Context: an optimization exercise on an open-source flow, tuned for small area. The choices shown serve that exercise and are no tape-out recipe. At most, simulation tests tie the RTL to the original design; equivalence was not proved. No activity file was given, so power comes from the tool's default toggle rates.

## nickel
==> flow/design.v <==
module dmx512_rx #(
  parameter int CLK_HZ = 2000000
) (
  input  logic       clk,
  input  logic       rst,
  input  logic       dmx_in,
  input  logic [9:0] read_addr,
  output logic [7:0] read_data,
  output logic [7:0] start_code,
  output logic [9:0] slot_count,
  output logic       packet_done,
  output logic       frame_err
);
  localparam logic [7:0] T_BREAK = 8'd177;
  localparam logic [7:0] T_MAB   = 8'd16;
  typedef enum logic [2:0] {IDLE, BREAK, MAB, FRAME, INTERSLOT} state_t;
  state_t      state, state_next;
  logic [1:0]  sync;
  logic        rx;
  logic [7:0]  timer, timer_next;
  logic [7:0]  shreg;
  logic [9:0]  slot_idx;
  logic        pending, commit;
  logic        shift_en, commit_set, ferr_set, done_brk, slot_clr;
  assign rx = sync[1];
  always_ff @(posedge clk) begin
    if (rst) begin
      state <= IDLE;
      timer <= 8'd0;
    end else begin
      state <= state_next;
      timer <= timer_next;
    end
  end
  wire       samp = (timer[2:0] == 3'd4);
  wire [3:0] bitn = timer[6:3];
  always_comb begin
    state_next = state;
    timer_next = timer + {7'd0, ~(timer[7] & timer[6])};   
    shift_en   = 1'b0;
    commit_set = 1'b0;
    ferr_set   = 1'b0;
    done_brk   = 1'b0;
    slot_clr   = 1'b0;
    unique case (state)
      IDLE: if (!rx) begin
        state_next = BREAK;
        timer_next = 8'd1;
      end
      BREAK: begin
        done_brk = (timer == T_BREAK) && pending;
        if (rx) begin
          state_next = (timer >= T_BREAK) ? MAB : IDLE;
          timer_next = 8'd0;
        end
      end
      MAB: if (!rx) begin
        state_next = (timer >= T_MAB) ? FRAME : IDLE;
        slot_clr   = (timer >= T_MAB);
        timer_next = 8'd0;
      end
      FRAME: if (samp) begin
        if (bitn == 4'd0) begin
          if (rx) begin
            state_next = IDLE;
            timer_next = 8'd0;
          end
        end else if (bitn <= 4'd8) begin
          shift_en = 1'b1;
        end else if (!rx) begin
          ferr_set   = 1'b1;
          state_next = BREAK;
        end else if (bitn[1]) begin
          commit_set = 1'b1;
          state_next = (slot_idx == 10'd512) ? IDLE : INTERSLOT;
        end
      end
      INTERSLOT: if (!rx) begin
        state_next = FRAME;
        timer_next = 8'd0;
      end
      default: state_next = IDLE;
    endcase
  end
  logic        clr;         
  logic        pend_v;
  logic [7:0]  pend_data;
  logic [5:0]  ph;          
  logic [8*512-1:0] st;     
  wire [8:0] pend_ch = slot_idx[8:0] - 9'd1;
  wire       pend_wr = pend_v && (ph == slot_idx[5:0]);
  always_ff @(posedge clk) begin
    if (rst) begin
      sync        <= 2'b11;
      slot_idx    <= 10'd0;
      pending     <= 1'b0;
      commit      <= 1'b0;
      start_code  <= 8'h00;
      slot_count  <= 10'd0;
      packet_done <= 1'b0;
      frame_err   <= 1'b0;
      clr         <= 1'b1;
      pend_v      <= 1'b0;
      ph          <= 6'd0;
    end else begin
      sync        <= {sync[0], dmx_in};
      frame_err   <= ferr_set;
      commit      <= commit_set;
      packet_done <= 1'b0;
      ph          <= ph + 6'd1;
      if (ph == 6'd63) clr <= 1'b0;
      if (slot_clr) slot_idx <= 10'd0;
      if (done_brk) begin
        packet_done <= 1'b1;
        slot_count  <= slot_idx;
        pending     <= 1'b0;
      end
      if (pend_wr) pend_v <= 1'b0;
      if (commit) begin
        if (slot_idx == 10'd0) start_code <= shreg;
        else                   pend_v <= 1'b1;
        slot_idx <= slot_idx + 10'd1;
        pending  <= 1'b1;
        if (slot_idx == 10'd512) begin
          packet_done <= 1'b1;
          slot_count  <= 10'd513;
          pending     <= 1'b0;
        end
      end
    end
  end
  always_ff @(posedge clk) begin
    if (shift_en) shreg <= {rx, shreg[7:1]};
    if (commit) pend_data <= shreg;
  end
  wire [7:0] wdata = clr ? 8'h00 : pend_data;
  for (genvar r = 0; r < 8; r++) begin : g_ring
    wire we = clr || (pend_wr && (pend_ch[8:6] == 3'(r)));
    always_ff @(posedge clk) begin
      st[8*(64*r) +: 8*62]  <= st[8*(64*r+1) +: 8*62];
      st[8*(64*r+62) +: 8]  <= we ? wdata : st[8*(64*r+63) +: 8];
      st[8*(64*r+63) +: 8]  <= st[8*(64*r) +: 8];
    end
  end
  wire [5:0] rpos  = read_addr[5:0] - ph;
  wire       rhit  = pend_v && (read_addr[8:0] == pend_ch);
  wire       rok   = (read_addr != 10'd0) && (read_addr <= 10'd512) && !clr;
  logic [63:0] psel;
  logic [7:0]  gsel;
  logic [7:0]  rring;
  always_comb begin
    for (int p = 0; p < 64; p++) psel[p] = (rpos == 6'(p));
    for (int r = 0; r < 8; r++)  gsel[r] = (read_addr[8:6] == 3'(r));
  end
  for (genvar b = 0; b < 8; b++) begin : g_rb
    logic [7:0] ro;
    for (genvar r = 0; r < 8; r++) begin : g_rr
      logic [63:0] d;
      logic [21:0] y;
      for (genvar p = 0; p < 64; p++) begin : g_d
        assign d[p] = st[8*(64*r+p) + b];
      end
      for (genvar g = 0; g < 21; g++) begin : g_leaf
        dmx512_rx_aoi3 u_aoi (.d(d[3*g +: 3]), .s(psel[3*g +: 3]), .y(y[g]));
      end
      assign y[21] = ~(d[63] & psel[63]);
      assign ro[r] = ~&y;
    end
    assign rring[b] = |(ro & gsel);
  end
  always_ff @(posedge clk) begin
    if (rst || !rok) read_data <= 8'h00;
    else             read_data <= rhit ? pend_data : rring;
  end
endmodule
module dmx512_rx_aoi3 (
  input  logic [2:0] d,
  input  logic [2:0] s,
  output logic       y
);
  assign y = ~|(d & s);
endmodule
==> flow/config.mk <==
export PLATFORM = sky130hd
export DESIGN_NAME = dmx512_rx
export DESIGN_NICKNAME = dmx512_rx
export VERILOG_FILES = /design/flow/design.v
export SDC_FILE = /design/flow/constraint.sdc
export NUM_CORES = 8
export LEC_CHECK = 0
export CAP_MARGIN = 20
export CORE_MARGIN = 2
export CORE_UTILIZATION = 70
export CTS_CLUSTER_DIAMETER = 80
export CTS_CLUSTER_SIZE = 30
export SLEW_MARGIN = 20
export SYNTH_HIERARCHICAL = 1
export SYNTH_MEMORY_MAX_BITS = 8192
==> flow/constraint.sdc <==
create_clock -name core_clock -period 500.0 [get_ports {clk}]
set_input_delay 100.0000 -clock core_clock [delete_from_list [all_inputs] [get_ports {clk}]]
set_output_delay 100.0000 -clock core_clock [all_outputs]
set_load 0.01 [all_outputs]
run.sh (not shown) runs the stock make flow with config.mk's settings and CLKGATE_MAP_FILE= SYNTH_SCRIPT=/design/flow/synth_recipe.tcl, a recipe that flattens the netlist after the stock synthesis.
Input-level comparison between delta and nickel:
==> flow/design.v, changed modules only <==
module dmx512_rx #(
  parameter int CLK_HZ = 2000000
) (
  input  logic       clk,
  input  logic       rst,
  input  logic       dmx_in,
  input  logic [9:0] read_addr,
  output logic [7:0] read_data,
  output logic [7:0] start_code,
  output logic [9:0] slot_count,
  output logic       packet_done,
  output logic       frame_err
);
  localparam logic [7:0] T_BREAK = 8'd177;
  localparam logic [7:0] T_MAB   = 8'd16;
  typedef enum logic [2:0] {IDLE, BREAK, MAB, FRAME, INTERSLOT} state_t;
  state_t      state, state_next;
  logic [1:0]  sync;
  logic        rx;
  logic [7:0]  timer, timer_next;
  logic [7:0]  shreg;
  logic [9:0]  slot_idx;
  logic        pending, commit;
  logic        shift_en, commit_set, ferr_set, done_brk, slot_clr;
  assign rx = sync[1];
  always_ff @(posedge clk) begin
    if (rst) begin
      state <= IDLE;
      timer <= 8'd0;
    end else begin
      state <= state_next;
      timer <= timer_next;
    end
  end
  wire       samp = (timer[2:0] == 3'd4);
  wire [3:0] bitn = timer[6:3];
  always_comb begin
    state_next = state;
    timer_next = timer + {7'd0, ~(timer[7] & timer[6])};   
    shift_en   = 1'b0;
    commit_set = 1'b0;
    ferr_set   = 1'b0;
    done_brk   = 1'b0;
    slot_clr   = 1'b0;
    unique case (state)
      IDLE: if (!rx) begin
        state_next = BREAK;
        timer_next = 8'd1;
      end
      BREAK: begin
        done_brk = (timer == T_BREAK) && pending;
        if (rx) begin
          state_next = (timer >= T_BREAK) ? MAB : IDLE;
          timer_next = 8'd0;
        end
      end
      MAB: if (!rx) begin
        state_next = (timer >= T_MAB) ? FRAME : IDLE;
        slot_clr   = (timer >= T_MAB);
        timer_next = 8'd0;
      end
      FRAME: if (samp) begin
        if (bitn == 4'd0) begin
          if (rx) begin
            state_next = IDLE;
            timer_next = 8'd0;
          end
        end else if (bitn <= 4'd8) begin
          shift_en = 1'b1;
        end else if (!rx) begin
          ferr_set   = 1'b1;
          state_next = BREAK;
        end else if (bitn[1]) begin
          commit_set = 1'b1;
          state_next = (slot_idx == 10'd512) ? IDLE : INTERSLOT;
        end
      end
      INTERSLOT: if (!rx) begin
        state_next = FRAME;
        timer_next = 8'd0;
      end
      default: state_next = IDLE;
    endcase
  end
  logic [9:0]  hwm;         
  logic        pend_v;
  logic [8:0]  pend_key;    
  logic [7:0]  pend_data;
  logic [5:0]  ph;          
  logic [8*512-1:0] st;     
  wire pend_wr = pend_v && (ph == pend_key[5:0]);
  always_ff @(posedge clk) begin
    if (rst) begin
      sync        <= 2'b11;
      shreg       <= 8'h00;
      slot_idx    <= 10'd0;
      pending     <= 1'b0;
      commit      <= 1'b0;
      start_code  <= 8'h00;
      slot_count  <= 10'd0;
      packet_done <= 1'b0;
      frame_err   <= 1'b0;
      hwm         <= 10'd0;
      pend_v      <= 1'b0;
      ph          <= 6'd0;
    end else begin
      sync        <= {sync[0], dmx_in};
      frame_err   <= ferr_set;
      commit      <= commit_set;
      packet_done <= 1'b0;
      ph          <= ph + 6'd1;
      if (shift_en) shreg <= {rx, shreg[7:1]};
      if (slot_clr) slot_idx <= 10'd0;
      if (done_brk) begin
        packet_done <= 1'b1;
        slot_count  <= slot_idx;
        pending     <= 1'b0;
      end
      if (pend_wr) pend_v <= 1'b0;
      if (commit) begin
        if (slot_idx == 10'd0) start_code <= shreg;
        else begin
          pend_v <= 1'b1;
          if (slot_idx > hwm) hwm <= slot_idx;
        end
        slot_idx <= slot_idx + 10'd1;
        pending  <= 1'b1;
        if (slot_idx == 10'd512) begin
          packet_done <= 1'b1;
          slot_count  <= 10'd513;
          pending     <= 1'b0;
        end
      end
    end
  end
  always_ff @(posedge clk) begin
    if (commit) begin
      pend_key  <= slot_idx[8:0];
      pend_data <= shreg;
    end
  end
  for (genvar r = 0; r < 8; r++) begin : g_ring
    wire we = pend_wr && (pend_key[8:6] == 3'(r));
    always_ff @(posedge clk) begin
      st[8*(64*r) +: 8*63] <= st[8*(64*r+1) +: 8*63];
      st[8*(64*r+63) +: 8]  <= we ? pend_data : st[8*(64*r) +: 8];
    end
  end
  wire [5:0] rpos  = read_addr[5:0] - ph;
  wire       rhit  = pend_v && (read_addr[8:0] == pend_key);
  wire       rok   = (read_addr != 10'd0) && (read_addr <= hwm);
  logic [63:0] psel;
  logic [7:0]  gsel;
  logic [7:0]  rring;
  always_comb begin
    for (int p = 0; p < 64; p++) psel[p] = (rpos == 6'(p));
    for (int r = 0; r < 8; r++)  gsel[r] = (read_addr[8:6] == 3'(r));
  end
  for (genvar b = 0; b < 8; b++) begin : g_rb
    logic [7:0] ro;
    for (genvar r = 0; r < 8; r++) begin : g_rr
      logic [63:0] d;
      logic [21:0] y;
      for (genvar p = 0; p < 64; p++) begin : g_d
        assign d[p] = st[8*(64*r+p) + b];
      end
      for (genvar g = 0; g < 21; g++) begin : g_leaf
        dmx512_rx_aoi3 u_aoi (.d(d[3*g +: 3]), .s(psel[3*g +: 3]), .y(y[g]));
      end
      assign y[21] = ~(d[63] & psel[63]);
      assign ro[r] = ~&y;
    end
    assign rring[b] = |(ro & gsel);
  end
  always_ff @(posedge clk) begin
    if (rst || !rok) read_data <= 8'h00;
    else             read_data <= rhit ? pend_data : rring;
  end
endmodule
Notes after the runs:
Final standard cell area without fillers was lower in the run labelled nickel.
For fraction of area in clock buffers and inverters, nickel and delta come out practically identical.
Between delta and nickel, the difference in share of power burned in combinational logic is negligible.
When the final numbers for delta and nickel were put side by side, the number of antenna violations at the first check in global routing turned out to be greater in nickel.
delta: setup slack 0.33 ns below nickel
The RTL of delta was laid out without a check of its function.

-- separate check: timing with driven ports --
In the flow no input, the clock included, has a driving cell. The finished layouts below were timed again as built, in two steps. Step 1 (the two cells are an assumption about what drives the block):
set clk [get_ports {clk}]
set_driving_cell -lib_cell sky130_fd_sc_hd__clkbuf_16 $clk
set_driving_cell -lib_cell sky130_fd_sc_hd__buf_2 [delete_from_list [all_inputs] $clk]
Step 2 adds t to the input delays and takes it off the output delays; t is the mean of the earliest and latest rising clock arrival at the registers after step 1. Input paths then give back, and output paths get back, about the clock's delay inside the block. Three values: ideal, step 1, step 2; two values: the first two.
run | t, ns | setup slack, ns | worst slew at a driven data input, ns
nickel | 0.903 | 394.291 / 394.353 / 393.449 | 0.07
delta | 0.918 | 393.964 / 394.023 / 393.105 | 0.05
After both steps every run listed still meets setup and hold. For delta, which loses most, drivers alone change the setup slack by +0.059 ns; drivers and shift together by -0.859 ns.
